This is an optimization exercise on Yosys and OpenROAD, whose aim is small area, not a production implementation.
In this exercise RTL edits were held to simulation tests only and were not proved equivalent to the original.

==> exp/fjord: inputs <==
==> flow/design.v <==
package wb_pkg;
   localparam int XLEN   = 32;
   localparam int NREGS  = 32;
   localparam int REG_AW = $clog2(NREGS);
   localparam int CNT_W  = 64;
   typedef enum logic [1:0] {
      WB_ALU,
      WB_MEM,
      WB_IMM,
      WB_PC4
   } wb_sel_e;
endpackage
import wb_pkg::*;
module rf_nand2 (input logic a, b, output logic y);
   assign y = ~(a & b);
endmodule
module rf_o21ai (input logic a1, a2, b1, output logic y);
   assign y = ~((a1 | a2) & b1);
endmodule
module rf_aoi222 (input logic a1, a2, b1, b2, c1, c2, output logic y);
   assign y = ~((a1 & a2) | (b1 & b2) | (c1 & c2));
endmodule
module rf_nand4 (input logic a, b, c, d, output logic y);
   assign y = ~(a & b & c & d);
endmodule
module rf_or3 (input logic a, b, c, output logic y);
   assign y = a | b | c;
endmodule
module rf_nor2 (input logic a, b, output logic y);
   assign y = ~(a | b);
endmodule
module rf_o22ai (input logic a1, a2, b1, b2, output logic y);
   assign y = ~((a1 | a2) & (b1 | b2));
endmodule
module rf_and2 (input logic a, b, output logic y);
   assign y = a & b;
endmodule
module rf_xor2 (input logic a, b, output logic y);
   assign y = a ^ b;
endmodule
module rf_ha (input logic a, b, output logic s, co);
   assign {co, s} = a + b;
endmodule
module rf_hold_bit (
   input  logic en,
   input  logic en_n,
   input  logic x,
   input  logic q,
   output logic d
);
   rf_o22ai u_o (.a1(q), .a2(en), .b1(en_n), .b2(x), .y(d));
endmodule
module rf_read_bit (
   input  logic [NREGS-1:0] sel,
   input  logic [NREGS-1:0] data,
   input  logic             pm,
   output logic             y
);
   logic [11:0] t;
   for (genvar k = 0; k < 10; k++) begin : g_aoi
      rf_aoi222 u_a (
         .a1(sel[3*k]),   .a2(data[3*k]),
         .b1(sel[3*k+1]), .b2(data[3*k+1]),
         .c1(sel[3*k+2]), .c2(data[3*k+2]),
         .y (t[k])
      );
   end
   rf_nand2 u_n30 (.a(sel[30]), .b(data[30]), .y(t[10]));
   rf_nand2 u_n31 (.a(sel[31]), .b(data[31]), .y(t[11]));
   logic [2:0] u;
   logic       r;
   rf_nand4 u_g0 (.a(t[0]), .b(t[1]), .c(t[2]),  .d(t[3]),  .y(u[0]));
   rf_nand4 u_g1 (.a(t[4]), .b(t[5]), .c(t[6]),  .d(t[7]),  .y(u[1]));
   rf_nand4 u_g2 (.a(t[8]), .b(t[9]), .c(t[10]), .d(t[11]), .y(u[2]));
   rf_or3   u_o  (.a(u[0]), .b(u[1]), .c(u[2]), .y(r));
   rf_xor2  u_x  (.a(r), .b(pm), .y(y));
endmodule
module regfile_2r1w (
   input  logic              clk,
   input  logic              reset,
   input  logic              we,
   input  logic [REG_AW-1:0] waddr,
   input  logic [XLEN-1:0]   wdata,
   input  logic [REG_AW-1:0] raddr1,
   input  logic [REG_AW-1:0] raddr2,
   output logic [XLEN-1:0]   rdata1,
   output logic [XLEN-1:0]   rdata2
);
   logic [XLEN-1:0]  regs   [1:NREGS-1];    
   logic [XLEN-1:0]  regs_d [1:NREGS-1];
   logic [NREGS-1:1] valid;
   logic             phase;
   logic [NREGS-1:1] wsel;
   logic [NREGS-1:1] wsel_n;
   logic [XLEN-1:0]  wx;                    
   logic [NREGS-1:0] rsel1, rsel2;
   logic             any1, any2;
   logic             pm1, pm2;
   always_comb begin
      for (int i = 1; i < NREGS; i++)
         wsel[i] = we && (waddr == REG_AW'(i));
      wsel_n = ~wsel;
      wx     = wdata ^ {XLEN{phase}};
   end
   for (genvar i = 1; i < NREGS; i++) begin : g_word
      for (genvar b = 0; b < XLEN; b++) begin : g_bit
         rf_hold_bit u_h (
            .en   (wsel[i]),
            .en_n (wsel_n[i]),
            .x    (wx[b]),
            .q    (regs[i][b]),
            .d    (regs_d[i][b])
         );
      end
   end
   always_ff @(posedge clk) begin
      for (int i = 1; i < NREGS; i++)
         regs[i] <= regs_d[i];
   end
   always_ff @(posedge clk or posedge reset) begin
      if (reset) begin
         valid <= '0;
         phase <= 1'b0;
      end else begin
         valid <= valid | wsel;
         phase <= !phase;
      end
   end
   always_comb begin
      rsel1[31] = !reset && we && (waddr != '0) && (waddr == raddr1);
      rsel2[31] = !reset && we && (waddr != '0) && (waddr == raddr2);
      for (int i = 1; i < NREGS; i++) begin
         rsel1[i-1] = (raddr1 == REG_AW'(i)) && valid[i] && !wsel[i];
         rsel2[i-1] = (raddr2 == REG_AW'(i)) && valid[i] && !wsel[i];
      end
      any1 = |rsel1;
      any2 = |rsel2;
      pm1  = phase && any1;
      pm2  = phase && any2;
   end
   for (genvar b = 0; b < XLEN; b++) begin : g_bit
      logic [NREGS-1:0] col;
      always_comb begin
         col[31] = wx[b];
         for (int i = 1; i < NREGS; i++)
            col[i-1] = regs[i][b];
      end
      rf_read_bit u_rd1 (.sel(rsel1), .data(col), .pm(pm1), .y(rdata1[b]));
      rf_read_bit u_rd2 (.sel(rsel2), .data(col), .pm(pm2), .y(rdata2[b]));
   end
endmodule
import wb_pkg::*;
module wb_regfile (
   input  logic              clk,
   input  logic              reset,
   input  logic [XLEN-1:0]   alu_result_in,
   input  logic [XLEN-1:0]   read_data_in,
   input  logic [XLEN-1:0]   imm_in,
   input  logic [XLEN-1:0]   pc_plus_4_in,
   input  logic              reg_write_in,
   input  logic              mem_to_reg_in,
   input  logic              jump_in,
   input  logic              uilu_in,
   input  logic [REG_AW-1:0] write_reg_in,
   input  logic              retire_in,
   input  logic              instret_wr_lo,
   input  logic              instret_wr_hi,
   input  logic [XLEN-1:0]   instret_wdata,
   input  logic [REG_AW-1:0] rs1_addr,
   input  logic [REG_AW-1:0] rs2_addr,
   output logic [XLEN-1:0]   rs1_data,
   output logic [XLEN-1:0]   rs2_data,
   output logic [XLEN-1:0]   wb_data,
   output logic              wb_we,
   output logic [CNT_W-1:0]  instret
);
   logic s_pc4, s_imm, s_mem, s_alu;
   always_comb begin
      s_pc4 = jump_in;
      s_imm = !jump_in && uilu_in;
      s_mem = !jump_in && !uilu_in && mem_to_reg_in;
      s_alu = !jump_in && !uilu_in && !mem_to_reg_in;
   end
   for (genvar b = 0; b < XLEN; b++) begin : g_wb
      logic t3, t1;
      rf_aoi222 u_a (
         .a1(s_pc4), .a2(pc_plus_4_in[b]),
         .b1(s_imm), .b2(imm_in[b]),
         .c1(s_mem), .c2(read_data_in[b]),
         .y (t3)
      );
      rf_nand2 u_n (.a(s_alu), .b(alu_result_in[b]), .y(t1));
      rf_nand2 u_o (.a(t3), .b(t1), .y(wb_data[b]));
   end
   assign wb_we = reg_write_in && (write_reg_in != '0);
   regfile_2r1w u_rf (
      .clk    (clk),
      .reset  (reset),
      .we     (wb_we),
      .waddr  (write_reg_in),
      .wdata  (wb_data),
      .raddr1 (rs1_addr),
      .raddr2 (rs2_addr),
      .rdata1 (rs1_data),
      .rdata2 (rs2_data)
   );
   logic [CNT_W-1:0] instret_q;
   logic [CNT_W-1:0] inc;
   logic [CNT_W-1:0] instret_d;
   logic [CNT_W/8:0] cg;
   logic [XLEN-1:0]  wdata_n;
   logic             wr_lo_n, wr_hi_n;
   assign cg[0] = retire_in;
   for (genvar g = 0; g < CNT_W / 8; g++) begin : g_grp
      logic [8:0] c;
      logic       pa, pb, p;
      assign c[0] = cg[g];
      for (genvar k = 0; k < 7; k++) begin : g_ha
         rf_ha u_ha (.a(instret_q[8*g+k]), .b(c[k]), .s(inc[8*g+k]), .co(c[k+1]));
      end
      rf_xor2 u_x (.a(instret_q[8*g+7]), .b(c[7]), .y(inc[8*g+7]));
      rf_nand4 u_pa (.a(instret_q[8*g]),   .b(instret_q[8*g+1]),
                     .c(instret_q[8*g+2]), .d(instret_q[8*g+3]), .y(pa));
      rf_nand4 u_pb (.a(instret_q[8*g+4]), .b(instret_q[8*g+5]),
                     .c(instret_q[8*g+6]), .d(instret_q[8*g+7]), .y(pb));
      rf_nor2 u_p (.a(pa), .b(pb), .y(p));
      rf_and2 u_c (.a(cg[g]), .b(p), .y(cg[g+1]));
   end
   always_comb begin
      wdata_n = ~instret_wdata;
      wr_lo_n = !instret_wr_lo;
      wr_hi_n = !instret_wr_hi;
   end
   for (genvar i = 0; i < CNT_W; i++) begin : g_cnt
      logic t, wr_n;
      assign wr_n = (i < XLEN) ? wr_lo_n : wr_hi_n;
      rf_nand2 u_n (.a(inc[i]), .b(wr_n), .y(t));
      rf_o21ai u_o (.a1(wr_n), .a2(wdata_n[i % XLEN]), .b1(t), .y(instret_d[i]));
   end
   always_ff @(posedge clk or posedge reset) begin
      if (reset)
         instret_q <= '0;
      else
         instret_q <= instret_d;
   end
   assign instret = instret_q;
endmodule
==> flow/flow/run.sh <==
#!/bin/bash
# The standard layout, with the port buffers made from the smallest buffer
# cell (sky130_fd_sc_hd__buf_1) instead of the cell buffer_ports picks by
# default. Everything else is the standard.sh unchanged.
set -euo pipefail
export BUFFER_PORTS_ARGS="-buffer_cell sky130_fd_sc_hd__buf_1"
bash standard.sh > standard.log 2>&1
==> flow/standard.sh <==
#!/bin/bash
# synth_recipe.tcl (not shown) runs the flow's synth.tcl, then flattens the netlist and writes it again
# the make line also repeats each setting of config.mk as NAME=value (left out here)
make -C /OpenROAD-flow-scripts/flow DESIGN_CONFIG=/design/flow/config.mk WORK_HOME=/design/flow/orfs CLKGATE_MAP_FILE= SYNTH_SCRIPT=/design/flow/synth_recipe.tcl "${@:-finish}"
==> flow/config.mk <==
export PLATFORM = sky130hd
export DESIGN_NAME = wb_regfile
export DESIGN_NICKNAME = wb_regfile
export VERILOG_FILES = /design/flow/design.v
export SDC_FILE = /design/flow/constraint.sdc
export NUM_CORES = 4
export LEC_CHECK = 0
export CAP_MARGIN = 10
export CORE_MARGIN = 2
export CORE_UTILIZATION = 50
export CTS_BUF_LIST = sky130_fd_sc_hd__clkbuf_16
export CTS_CLUSTER_DIAMETER = 60
export CTS_CLUSTER_SIZE = 20
export SETUP_SLACK_MARGIN = 0.1
export SLEW_MARGIN = 10
export SYNTH_HIERARCHICAL = 1
==> flow/constraint.sdc <==
create_clock -name core_clock -period 7.0 [get_ports {clk}]
set_input_delay 1.4000 -clock core_clock [delete_from_list [all_inputs] [get_ports {clk}]]
set_output_delay 1.4000 -clock core_clock [all_outputs]
set_load 0.01 [all_outputs]
==> exp/violet: changes against exp/fjord <==
==> flow/design.v, changed modules only <==
module rf_hold_bit (
   input  logic en_n,
   input  logic wdn,
   input  logic q,
   output logic d
);
   logic t;
   rf_nand2 u_n (.a(q), .b(en_n), .y(t));
   rf_o21ai u_o (.a1(en_n), .a2(wdn), .b1(t), .y(d));
endmodule
module rf_read_bit (
   input  logic [NREGS-1:0] sel,
   input  logic [NREGS-1:0] data,
   output logic             y
);
   logic [11:0] t;
   for (genvar k = 0; k < 10; k++) begin : g_aoi
      rf_aoi222 u_a (
         .a1(sel[3*k]),   .a2(data[3*k]),
         .b1(sel[3*k+1]), .b2(data[3*k+1]),
         .c1(sel[3*k+2]), .c2(data[3*k+2]),
         .y (t[k])
      );
   end
   rf_nand2 u_n30 (.a(sel[30]), .b(data[30]), .y(t[10]));
   rf_nand2 u_n31 (.a(sel[31]), .b(data[31]), .y(t[11]));
   logic [2:0] u;
   rf_nand4 u_g0 (.a(t[0]), .b(t[1]), .c(t[2]),  .d(t[3]),  .y(u[0]));
   rf_nand4 u_g1 (.a(t[4]), .b(t[5]), .c(t[6]),  .d(t[7]),  .y(u[1]));
   rf_nand4 u_g2 (.a(t[8]), .b(t[9]), .c(t[10]), .d(t[11]), .y(u[2]));
   rf_or3   u_o  (.a(u[0]), .b(u[1]), .c(u[2]), .y(y));
endmodule
module regfile_2r1w (
   input  logic              clk,
   input  logic              reset,
   input  logic              we,
   input  logic [REG_AW-1:0] waddr,
   input  logic [XLEN-1:0]   wdata,
   input  logic [REG_AW-1:0] raddr1,
   input  logic [REG_AW-1:0] raddr2,
   output logic [XLEN-1:0]   rdata1,
   output logic [XLEN-1:0]   rdata2
);
   logic [XLEN-1:0]  regs   [1:NREGS-1];
   logic [XLEN-1:0]  regs_d [1:NREGS-1];
   logic [NREGS-1:1] valid;
   logic [NREGS-1:1] wsel;
   logic [NREGS-1:1] wsel_n;
   logic [XLEN-1:0]  wdata_n;
   logic [NREGS-1:0] rsel1, rsel2;
   always_comb begin
      for (int i = 1; i < NREGS; i++)
         wsel[i] = we && (waddr == REG_AW'(i));
      wsel_n  = ~wsel;
      wdata_n = ~wdata;
   end
   for (genvar i = 1; i < NREGS; i++) begin : g_word
      for (genvar b = 0; b < XLEN; b++) begin : g_bit
         rf_hold_bit u_h (
            .en_n (wsel_n[i]),
            .wdn  (wdata_n[b]),
            .q    (regs[i][b]),
            .d    (regs_d[i][b])
         );
      end
   end
   always_ff @(posedge clk) begin
      for (int i = 1; i < NREGS; i++)
         regs[i] <= regs_d[i];
   end
   always_ff @(posedge clk or posedge reset) begin
      if (reset)
         valid <= '0;
      else
         valid <= valid | wsel;
   end
   always_comb begin
      rsel1[31] = !reset && we && (waddr != '0) && (waddr == raddr1);
      rsel2[31] = !reset && we && (waddr != '0) && (waddr == raddr2);
      for (int i = 1; i < NREGS; i++) begin
         rsel1[i-1] = (raddr1 == REG_AW'(i)) && valid[i] && !wsel[i];
         rsel2[i-1] = (raddr2 == REG_AW'(i)) && valid[i] && !wsel[i];
      end
   end
   for (genvar b = 0; b < XLEN; b++) begin : g_bit
      logic [NREGS-1:0] col;
      always_comb begin
         col[31] = wdata[b];
         for (int i = 1; i < NREGS; i++)
            col[i-1] = regs[i][b];
      end
      rf_read_bit u_rd1 (.sel(rsel1), .data(col), .y(rdata1[b]));
      rf_read_bit u_rd2 (.sel(rsel2), .data(col), .y(rdata2[b]));
   end
endmodule
module wb_regfile (
   input  logic              clk,
   input  logic              reset,
   input  logic [XLEN-1:0]   alu_result_in,
   input  logic [XLEN-1:0]   read_data_in,
   input  logic [XLEN-1:0]   imm_in,
   input  logic [XLEN-1:0]   pc_plus_4_in,
   input  logic              reg_write_in,
   input  logic              mem_to_reg_in,
   input  logic              jump_in,
   input  logic              uilu_in,
   input  logic [REG_AW-1:0] write_reg_in,
   input  logic              retire_in,
   input  logic              instret_wr_lo,
   input  logic              instret_wr_hi,
   input  logic [XLEN-1:0]   instret_wdata,
   input  logic [REG_AW-1:0] rs1_addr,
   input  logic [REG_AW-1:0] rs2_addr,
   output logic [XLEN-1:0]   rs1_data,
   output logic [XLEN-1:0]   rs2_data,
   output logic [XLEN-1:0]   wb_data,
   output logic              wb_we,
   output logic [CNT_W-1:0]  instret
);
   logic [1:0]       sel;
   logic [CNT_W-1:0] instret_q;
   always_comb begin
      if (jump_in)
         sel = WB_PC4;
      else if (uilu_in)
         sel = WB_IMM;
      else if (mem_to_reg_in)
         sel = WB_MEM;
      else
         sel = WB_ALU;
   end
   always_comb begin
      wb_data = alu_result_in;
      unique case (sel)
         WB_PC4:  wb_data = pc_plus_4_in;
         WB_IMM:  wb_data = imm_in;
         WB_MEM:  wb_data = read_data_in;
         WB_ALU:  wb_data = alu_result_in;
         default: wb_data = alu_result_in;
      endcase
   end
   assign wb_we = reg_write_in && (write_reg_in != '0);
   regfile_2r1w u_rf (
      .clk    (clk),
      .reset  (reset),
      .we     (wb_we),
      .waddr  (write_reg_in),
      .wdata  (wb_data),
      .raddr1 (rs1_addr),
      .raddr2 (rs2_addr),
      .rdata1 (rs1_data),
      .rdata2 (rs2_data)
   );
   logic [CNT_W-1:0] instret_inc;
   always_comb begin
      instret_inc = retire_in ? instret_q + CNT_W'(1) : instret_q;
      if (instret_wr_lo)
         instret_inc[31:0] = instret_wdata;
      if (instret_wr_hi)
         instret_inc[63:32] = instret_wdata;
   end
   always_ff @(posedge clk or posedge reset) begin
      if (reset)
         instret_q <= '0;
      else
         instret_q <= instret_inc;
   end
   assign instret = instret_q;
endmodule
// module rf_nor2 removed
// module rf_o22ai removed
// module rf_and2 removed
// module rf_xor2 removed
// module rf_ha removed
==> flow/run.sh (new file) <==
#!/bin/bash
# synth_recipe.tcl (not shown) runs the flow's synth.tcl, then flattens the netlist and writes it again
# the make line also repeats each setting of config.mk as NAME=value (left out here)
make -C /OpenROAD-flow-scripts/flow DESIGN_CONFIG=/design/flow/config.mk WORK_HOME=/design/flow/orfs CLKGATE_MAP_FILE= SYNTH_SCRIPT=/design/flow/synth_recipe.tcl finish
- CAP_MARGIN: 10 -> 20
- CORE_UTILIZATION: 50 -> 35
- CTS_BUF_LIST: sky130_fd_sc_hd__clkbuf_16 -> default
- CTS_CLUSTER_DIAMETER: 60 -> default
- CTS_CLUSTER_SIZE: 20 -> default
- SETUP_SLACK_MARGIN: 0.1 -> 0.5
- SLEW_MARGIN: 10 -> 20
removed: flow/flow/run.sh
removed: flow/standard.sh
==> exp/indigo: changes against exp/fjord <==
==> flow/flow/run.sh (replaced) <==
#!/bin/bash
# The standard layout with two changes:
# - the port buffers are made from the smallest buffer cell
#   (sky130_fd_sc_hd__buf_1) instead of the cell buffer_ports picks by default;
# - after global routing, gates on paths with positive slack are sized down
#   (ORFS's RECOVER_POWER step, on all such paths).
# Everything else is the standard.sh unchanged.
set -euo pipefail
export BUFFER_PORTS_ARGS="-buffer_cell sky130_fd_sc_hd__buf_1"
export RECOVER_POWER=100
bash standard.sh > standard.log 2>&1
- CTS_CLUSTER_DIAMETER: 60 -> 80
- CTS_CLUSTER_SIZE: 20 -> 25
==> exp/garnet: changes against exp/fjord <==
- CORE_UTILIZATION: 50 -> 55
- CTS_CLUSTER_DIAMETER: 60 -> 80
- CTS_CLUSTER_SIZE: 20 -> 25
==> comparison table <==
| item | exp/garnet | exp/indigo | exp/fjord | exp/violet |
|---|---|---|---|---|
| Run status | complete, no violations | finished with violations | complete, no violations | complete, no violations |
| Reasons for failing layout checks | - | max-capacitance violations, max-slew violations | - | - |
| Count of multi-input combinational gates | 2,668 | 2,668 | 2,668 | 3,776 |
| Share of the synthesized netlist area taken by xor and xnor gates | 2.38% | 2.38% | 2.38% | 0.866% |
| Vertical die dimension | 280 um | 294 um | 294 um | 361 um |
| Non-Clock Buffer Area Fraction | 6.23% | 6.08% | 6.34% | 9.52% |
| Clock Skews | 20.1 ps | 32.2 ps | 26.9 ps | 12.0 ps |
| Tmin final | 6860 ps | 6890 ps | 6810 ps | 6500 ps |
| Start point of the critical path | write_reg_in[0] | write_reg_in[3] | write_reg_in[3] | write_reg_in[3] |
| Post-detailed-route wirelength per cell | 36.8 um | 34.9 um | 34.6 um | 28.3 um |
| PostCTS Resize Cnt | 0 | 0 | 0 | 36 |
| Total vias in the final route | 45,624 | 44,951 | 45,149 | 47,668 |
| Number of clock sinks | 1,088 | 1,088 | 1,088 | 1,087 |
| Hold path endpoint | u_rf.regs[16][26]$_DFF_P_ | u_rf.regs[5][10]$_DFF_P_ | u_rf.regs[5][6]$_DFF_P_ | u_rf.valid[8]$_DFF_PP0_ |
| Proportion of cell area occupied by multi-input gates | 41.8% | 41.2% | 40.1% | 40.0% |
| Met3 global-route usage | 19.5% | 10.8% | 11.2% | 8.83% |
| Fraction of final layout cells sized beyond drive strength 1 | 8.17% | 7.42% | 10.5% | 9.78% |
| Worst Hold Launch | u_rf.regs[16][26]$_DFF_P_ | u_rf.regs[5][10]$_DFF_P_ | u_rf.regs[5][6]$_DFF_P_ | u_rf.valid[8]$_DFF_PP0_ |

[port drivers added, routing unchanged]
In the flow no input, the clock included, has a driving cell. The finished layouts below were timed again as built, in two steps.
Step 1: set_driving_cell puts a clkbuf_16 on clk and a buf_2 on each other input, an assumption about the parent block.
Step 2 adds t to the input delays and takes it off the output delays; t is the mean of the earliest and latest rising clock arrival at the registers after step 1. Input paths then give back, and output paths get back, about the clock's delay inside the block.
Three values: no drivers, after step 1, after step 2; two values: the first two.
run | shift t [ns] | setup slack, ns | hold WS [ns] | worst setup path at the end | worst data-port slew with drivers (ns)
exp/fjord | 0.722 | 0.194 / 0.172 / 0.172 | 0.471 / 0.471 / 0.471 | input to output | 0.07
exp/violet | 0.791 | 0.500 / 0.448 / 0.448 | 0.472 / 0.472 / 0.472 | input to output | 0.14
exp/indigo | 0.738 | 0.106 / 0.084 / 0.084 | 0.474 / 0.474 / 0.474 | input to output | 0.07
exp/garnet | 0.742 | 0.141 / 0.119 / 0.119 | 0.474 / 0.474 / 0.474 | input to output | 0.12
The setup slack of exp/violet, which loses most, moves by -0.052 ns with the drivers and by -0.052 ns with both steps.
